Background: an optimization exercise with open tools, aiming at small area, a short achievable clock period and few clock cycles per item. Do not read the settings as production practice.
At most, simulation tests tie the RTL to the original design; equivalence was not proved.
Power figures rest on the tool's default switching activity, not on a simulated workload.

## AL
==> flow/design.v <==
package psg_pkg;
    localparam int NUM_COEF_FIELDS = 8;
    localparam int COEF_W          = 8;
    localparam int THRESH_W        = 4;
    localparam int SHARE_CNT_W     = 5;
    localparam int VALUE_W         = 8;
    localparam int DEF_MAX_COEFS   = 8;
    localparam int DEF_MAX_SHARES  = 16;
endpackage
module psg_mulj #(
    parameter int J = 1
) (
    input  logic [7:0]  i_a,
    input  logic [7:0]  i_b,
    output logic [11:0] o_v
);
    assign o_v = 12'(J) * 12'(i_a) + 12'(J) * 12'(i_b);
endmodule
module psg_fold (
    input  logic [11:0] i_v,
    output logic [7:0]  o_s
);
    logic [8:0] f;
    logic [9:0] t;
    always_comb begin
        f   = 9'(i_v[7:0]) + 9'(i_v[11:8]) + {3'b0, i_v[11:8], 2'b0};
        t   = 10'(f) + 10'd5;
        o_s = (t[9:8] != 2'b00) ? t[7:0] : f[7:0];
    end
endmodule
module psg_add2 (
    input  logic [7:0] i_a,
    input  logic [7:0] i_b,
    output logic [7:0] o_s
);
    logic [8:0] s;
    logic [8:0] t;
    always_comb begin
        s   = 9'(i_a) + 9'(i_b);
        t   = 9'(i_a) + 9'(i_b) + 9'd5;
        o_s = t[8] ? t[7:0] : s[7:0];
    end
endmodule
module psg_add3 (
    input  logic [8:0] i_a,
    input  logic [8:0] i_b,
    input  logic [8:0] i_c,
    output logic [7:0] o_s
);
    logic [9:0] s0;
    logic [9:0] s1;
    logic [9:0] s2;
    always_comb begin
        s0 = 10'(i_a) + 10'(i_b) + 10'(i_c);
        s1 = 10'(i_a) + 10'(i_b) + 10'(i_c) + 10'd5;      
        s2 = 10'(i_a) + 10'(i_b) + 10'(i_c) + 10'd10;     
        if (s2[9])                 o_s = s2[7:0];
        else if (s1[9:8] != 2'b00) o_s = s1[7:0];
        else                       o_s = s0[7:0];
    end
endmodule
module psg_red2 (
    input  logic [8:0] i_a,
    output logic [7:0] o_s
);
    logic [9:0] s1;
    logic [9:0] s2;
    always_comb begin
        s1 = 10'(i_a) + 10'd5;       
        s2 = 10'(i_a) + 10'd10;      
        if (s2[9])                 o_s = s2[7:0];
        else if (s1[9:8] != 2'b00) o_s = s1[7:0];
        else                       o_s = i_a[7:0];
    end
endmodule
module psg_seq (
    input  logic        i_clk,
    input  logic        i_rst_n,
    input  logic        i_valid,
    input  logic [63:0] i_item,
    input  logic [2:0]  i_deg,       
    input  logic [4:0]  i_n,
    input  logic        i_take,      
    input  logic        i_bvalid_n,  
    output logic        o_full,
    output logic        o_ready,     
    output logic        o_done,
    output logic [4:0]  o_n,
    output logic [63:0] o_tab        
);
    logic        r_full;
    logic        r_ready;
    logic        r_done;
    logic        r_ph;               
    logic [2:0]  r_steps;
    logic [7:2]  r_live;             
    logic [4:0]  r_n;
    logic [7:0]  r_d0;
    logic [7:1][7:0]  r_d;
    logic [7:2][11:0] r_v;
    logic [7:2][11:0] n_v;
    logic [7:1][7:0]  n_d;
    logic [7:2][7:0]  m_d;           
    logic [7:2]       we;            
    logic [7:0]       coef;          
    logic [8:0]       s1;
    assign o_full  = r_full;
    assign o_ready = r_ready;
    assign o_done  = r_done;
    assign o_n     = r_n;
    assign o_tab   = {m_d, r_d[1], r_d0};
    always_comb begin
        for (int j = 2; j < 8; j++) m_d[j] = r_live[j] ? r_d[j] : 8'd0;
        we[2] = 1'b1;
        for (int j = 3; j < 8; j++) we[j] = r_live[j-1];
        coef = 8'd0;
        for (int j = 2; j < 8; j++) if (we[j] && !r_live[j]) coef = r_d[j];
    end
    assign s1 = 9'(r_d[1]) + 9'(r_d0);
    psg_red2 u_red1 (.i_a(s1), .o_s(n_d[1]));
    psg_mulj #(.J(2)) u_mul2 (.i_a(m_d[2]), .i_b(r_d[1]), .o_v(n_v[2]));
    generate
        for (genvar j = 3; j < 7; j++) begin : g_mul
            psg_mulj #(.J(j)) u_mul (.i_a(m_d[j]), .i_b(r_d[j-1]), .o_v(n_v[j]));
        end
        for (genvar j = 2; j < 8; j++) begin : g_fold
            psg_fold u_fold (.i_v(r_v[j]), .o_s(n_d[j]));
        end
    endgenerate
    psg_mulj #(.J(7)) u_mul7 (.i_a(8'd0), .i_b(r_d[6]), .o_v(n_v[7]));
    logic full_n;
    logic done_n;
    always_comb begin
        full_n = r_full;
        done_n = r_done;
        if (r_ready) begin
            full_n = i_valid;
            done_n = i_valid && (i_deg <= 3'd1);
        end else if (i_take) begin
            full_n = 1'b0;
            done_n = 1'b0;
        end else if (r_steps != 3'd0 && r_ph) begin
            done_n = (r_steps == 3'd1);
        end
    end
    always_ff @(posedge i_clk) begin
        if (!i_rst_n) begin
            r_full  <= 1'b0;
            r_ready <= 1'b1;
            r_done  <= 1'b0;
        end else begin
            r_full  <= full_n;
            r_done  <= done_n;
            r_ready <= !full_n || (done_n && !i_bvalid_n);
        end
    end
    always_ff @(posedge i_clk) begin
        if (r_ready) begin
            r_v     <= '0;
            r_v[2]  <= {3'b0, i_item[63:56], 1'b0};
        end else begin
            r_v     <= n_v;
        end
        if (r_ready) begin
            r_ph    <= 1'b1;
            r_live  <= '0;
            r_steps <= (i_deg == 3'd0) ? 3'd0 : i_deg - 3'd1;
            r_n     <= i_n;
            r_d0    <= (i_deg == 3'd0) ? i_item[63:56] : i_item[55:48];
            r_d[1]  <= (i_deg == 3'd0) ? 8'd0 : i_item[63:56];
            for (int j = 2; j < 8; j++) r_d[j] <= i_item[(7-j)*8 +: 8];
        end else if (r_steps != 3'd0) begin
            r_ph <= !r_ph;
            if (r_ph) begin
                r_steps <= r_steps - 3'd1;
                r_live  <= {r_live[6:2], 1'b1};
                r_d0    <= coef;
                r_d[1]  <= n_d[1];
                for (int j = 2; j < 8; j++) if (we[j]) r_d[j] <= n_d[j];
            end
        end
    end
endmodule
module polynomial_share_generator_mod251 (
    input  logic        i_clk,
    input  logic        i_rst_n,
    input  logic        i_cfg_we,
    input  logic [0:0]  i_cfg_idx,
    input  logic [4:0]  i_cfg_data,
    input  logic        i_valid,
    output logic        o_ready,
    input  logic [63:0] i_item,
    output logic        o_valid,
    input  logic        i_ready,
    output logic [13:0] o_item
);
    logic [3:0]  r_threshold;
    logic [4:0]  r_share_count;
    logic [2:0]  deg;
    logic [4:0]  cnt;
    logic        a_full;
    logic        a_done;
    logic [4:0]  a_n;
    logic [63:0] a_tab;
    logic        load;
    logic        r_valid;
    logic        valid_n;
    always_ff @(posedge i_clk) begin
        if (!i_rst_n) begin
            r_threshold   <= 4'd2;
            r_share_count <= 5'd4;
        end else if (i_cfg_we) begin
            if (i_cfg_idx == 1'b0) begin
                r_threshold   <= i_cfg_data[3:0];
            end else begin
                r_share_count <= i_cfg_data;
            end
        end
    end
    always_comb begin
        if (r_threshold == 4'd0)     deg = 3'd0;
        else if (r_threshold > 4'd8) deg = 3'd7;
        else                         deg = 3'(r_threshold - 4'd1);
        if (r_share_count == 5'd0)       cnt = 5'd1;
        else if (r_share_count > 5'd16)  cnt = 5'd16;
        else                             cnt = r_share_count;
    end
    psg_seq u_seq (
        .i_clk    (i_clk),
        .i_rst_n  (i_rst_n),
        .i_valid  (i_valid),
        .i_item   (i_item),
        .i_deg    (deg),
        .i_n      (cnt),
        .i_take   (load),
        .i_bvalid_n (valid_n),
        .o_full   (a_full),
        .o_ready  (o_ready),
        .o_done   (a_done),
        .o_n      (a_n),
        .o_tab    (a_tab)
    );
    logic        r_last;
    logic [4:0]  r_x;
    logic [4:0]  r_n;
    logic [7:0]  r_out;
    logic [7:1][7:0] r_r;
        logic [6:1][7:0] st_r;
    logic [7:0]  ld_out;
    logic [7:0]  st_out;
    logic        step;
    logic        sel_load;
    logic        en;
    assign valid_n = load || (r_valid && !(i_ready && r_last));
    assign sel_load = a_done && (!r_valid || r_last);
    assign load = sel_load && (!r_valid || i_ready);
    assign step = r_valid && i_ready && !r_last;
    assign en   = load || step;
    generate
        for (genvar j = 1; j < 7; j++) begin : g_add
            psg_add2 u_add (.i_a(r_r[j]), .i_b(r_r[j+1]), .o_s(st_r[j]));
        end
    endgenerate
    psg_add3 u_out_ld (.i_a({1'b0, a_tab[7:0]}), .i_b({1'b0, a_tab[15:8]}), .i_c(9'd0), .o_s(ld_out));
    psg_add3 u_out_st (.i_a({1'b0, r_out}), .i_b({1'b0, r_r[1]}), .i_c({1'b0, r_r[2]}), .o_s(st_out));
    always_ff @(posedge i_clk) begin
        if (!i_rst_n) begin
            r_valid <= 1'b0;
        end else begin
            r_valid <= valid_n;
        end
    end
    always_ff @(posedge i_clk) begin
        if (en) begin
            r_x    <= sel_load ? 5'd1 : r_x + 5'd1;
            r_n    <= sel_load ? a_n : r_n;
            r_last <= sel_load ? (a_n == 5'd1) : (r_x + 5'd1 == r_n);
            r_out  <= sel_load ? ld_out : st_out;
            r_r    <= sel_load ? a_tab[63:8] : {r_r[7], st_r};
        end
    end
    assign o_valid = r_valid;
    assign o_item  = {r_x, r_out, r_last};
endmodule
==> flow/config.mk <==
export PLATFORM = sky130hd
export DESIGN_NAME = polynomial_share_generator_mod251
export DESIGN_NICKNAME = polynomial_share_generator_mod251
export VERILOG_FILES = /design/flow/design.v
export SDC_FILE = /design/flow/constraint.sdc
export NUM_CORES = 4
export LEC_CHECK = 0
export CAP_MARGIN = 20
export CORE_MARGIN = 2
export CORE_UTILIZATION = 40
export SLEW_MARGIN = 20
==> flow/constraint.sdc <==
create_clock -name core_clock -period 11.0 [get_ports {i_clk}]
set_input_delay 2.2000 -clock core_clock [delete_from_list [all_inputs] [get_ports {i_clk}]]
set_output_delay 2.2000 -clock core_clock [all_outputs]
set_load 0.01 [all_outputs]
standard.sh (not shown) runs the stock make flow with config.mk's settings and CLKGATE_MAP_FILE= SYNTH_SCRIPT=/design/flow/synth_recipe.tcl, a recipe that flattens the netlist after the stock synthesis.
==> flow/flow/run.sh <==
#!/bin/bash
# Standard layout, with timing repair asked to leave 7.5 ns of setup slack at the design's
# clock period (the standard flow stops repairing once the design meets the period).
set -euo pipefail
bash standard.sh SETUP_SLACK_MARGIN=7.5 finish > flow_standard.log 2>&1
AL was carried through to the last stage, and its layout satisfied the timing, DRC and antenna checks.
Testbench counts of AL, summed over its fixed seeds: cycles 13,393, shares 13,040.
[inputs] TR vs AL
--- a/flow/design.v
+++ b/flow/design.v
@@ -93,35 +93,25 @@
     logic        r_done;
     logic        r_ph;               
     logic [2:0]  r_steps;
-    logic [7:2]  r_live;             
+    logic [47:0] r_coefs;            
     logic [4:0]  r_n;
     logic [7:0]  r_d0;
     logic [7:1][7:0]  r_d;
-    logic [7:2][11:0] r_v;
-    logic [7:2][11:0] n_v;
+    logic [7:1][11:0] r_v;
+    logic [7:1][11:0] n_v;
     logic [7:1][7:0]  n_d;
-    logic [7:2][7:0]  m_d;           
-    logic [7:2]       we;            
-    logic [7:0]       coef;          
-    logic [8:0]       s1;
     assign o_full  = r_full;
     assign o_ready = r_ready;
-    assign o_done  = r_done;
-    assign o_n     = r_n;
-    assign o_tab   = {m_d, r_d[1], r_d0};
-    always_comb begin
-        for (int j = 2; j < 8; j++) m_d[j] = r_live[j] ? r_d[j] : 8'd0;
-        we[2] = 1'b1;
-        for (int j = 3; j < 8; j++) we[j] = r_live[j-1];
-        coef = 8'd0;
-        for (int j = 2; j < 8; j++) if (we[j] && !r_live[j]) coef = r_d[j];
-    end
+    assign o_done = r_done;
+    assign o_n    = r_n;
+    assign o_tab  = {r_d, r_d0};
+    logic [8:0] s1;
     assign s1 = 9'(r_d[1]) + 9'(r_d0);
     psg_red2 u_red1 (.i_a(s1), .o_s(n_d[1]));
-    psg_mulj #(.J(2)) u_mul2 (.i_a(m_d[2]), .i_b(r_d[1]), .o_v(n_v[2]));
+    assign n_v[1] = '0;
     generate
-        for (genvar j = 3; j < 7; j++) begin : g_mul
-            psg_mulj #(.J(j)) u_mul (.i_a(m_d[j]), .i_b(r_d[j-1]), .o_v(n_v[j]));
+        for (genvar j = 2; j < 7; j++) begin : g_mul
+            psg_mulj #(.J(j)) u_mul (.i_a(r_d[j]), .i_b(r_d[j-1]), .o_v(n_v[j]));
         end
         for (genvar j = 2; j < 8; j++) begin : g_fold
             psg_fold u_fold (.i_v(r_v[j]), .o_s(n_d[j]));
@@ -163,20 +153,19 @@
         end
         if (r_ready) begin
             r_ph    <= 1'b1;
-            r_live  <= '0;
             r_steps <= (i_deg == 3'd0) ? 3'd0 : i_deg - 3'd1;
+            r_coefs <= i_item[47:0];
             r_n     <= i_n;
             r_d0    <= (i_deg == 3'd0) ? i_item[63:56] : i_item[55:48];
             r_d[1]  <= (i_deg == 3'd0) ? 8'd0 : i_item[63:56];
-            for (int j = 2; j < 8; j++) r_d[j] <= i_item[(7-j)*8 +: 8];
+            for (int j = 2; j < 8; j++) r_d[j] <= 8'd0;
         end else if (r_steps != 3'd0) begin
             r_ph <= !r_ph;
             if (r_ph) begin
                 r_steps <= r_steps - 3'd1;
-                r_live  <= {r_live[6:2], 1'b1};
-                r_d0    <= coef;
-                r_d[1]  <= n_d[1];
-                for (int j = 2; j < 8; j++) if (we[j]) r_d[j] <= n_d[j];
+                r_coefs <= {r_coefs[39:0], 8'd0};
+                r_d0    <= r_coefs[47:40];
+                r_d     <= n_d;
             end
         end
     end
### Flow results
- The detailed-routed wire length on met3 in TR sits 690 microns below the value recorded for AL.
- NOTE: x dimension of the die in TR exceeds that of AL
- Area after synthesis went up by a few percent going from AL to TR.
- Diff AL -> TR: final cell count has decreased, synthesized flop and latch total has increased, number of non-clock buffers in the layout has decreased, total power has increased.
- Clock latency on the worst-skew pair: higher on AL
- The number of antenna violations at the first check in global routing reported for TR is smaller than that of AL by 1.
- In the metrics for AL and TR, the one carrying the higher cell area after placement is TR.
- Compared to AL, the router laid down less metal wire for TR.
- TR vs AL — post-synthesis adder-cell area fraction dropped 0.74 points.
- Compared to AL, TR shows a narrower setup margin.
The RTL of TR was laid out without a check of its function.

static timing again, ports no longer ideal:
No port has a modelled driver above. Below, the same layouts with a new extraction and two added sets of constraints. Step 1 assumes that a clkbuf_16 drives the clock port and a buf_2 every other input. Step 2, shift: input delay + t, output delay - t, t = (earliest + latest rising clock arrival at the registers) / 2. This alone moves slack from input paths to output paths. Three values: no drivers, after step 1, after step 2; two values: the first two.
run	t, ns	setup WS [ns]	worst register clock-pin slew, ns
AL	0.629	7.374 / 7.360 / 7.101	0.06 / 0.06
TR	0.609	6.893 / 6.893 / 6.893	0.06 / 0.06
After both steps setup and hold are still met in every run listed. For AL, which loses most, drivers alone change the setup slack by -0.014 ns; drivers and shift together by -0.273 ns.
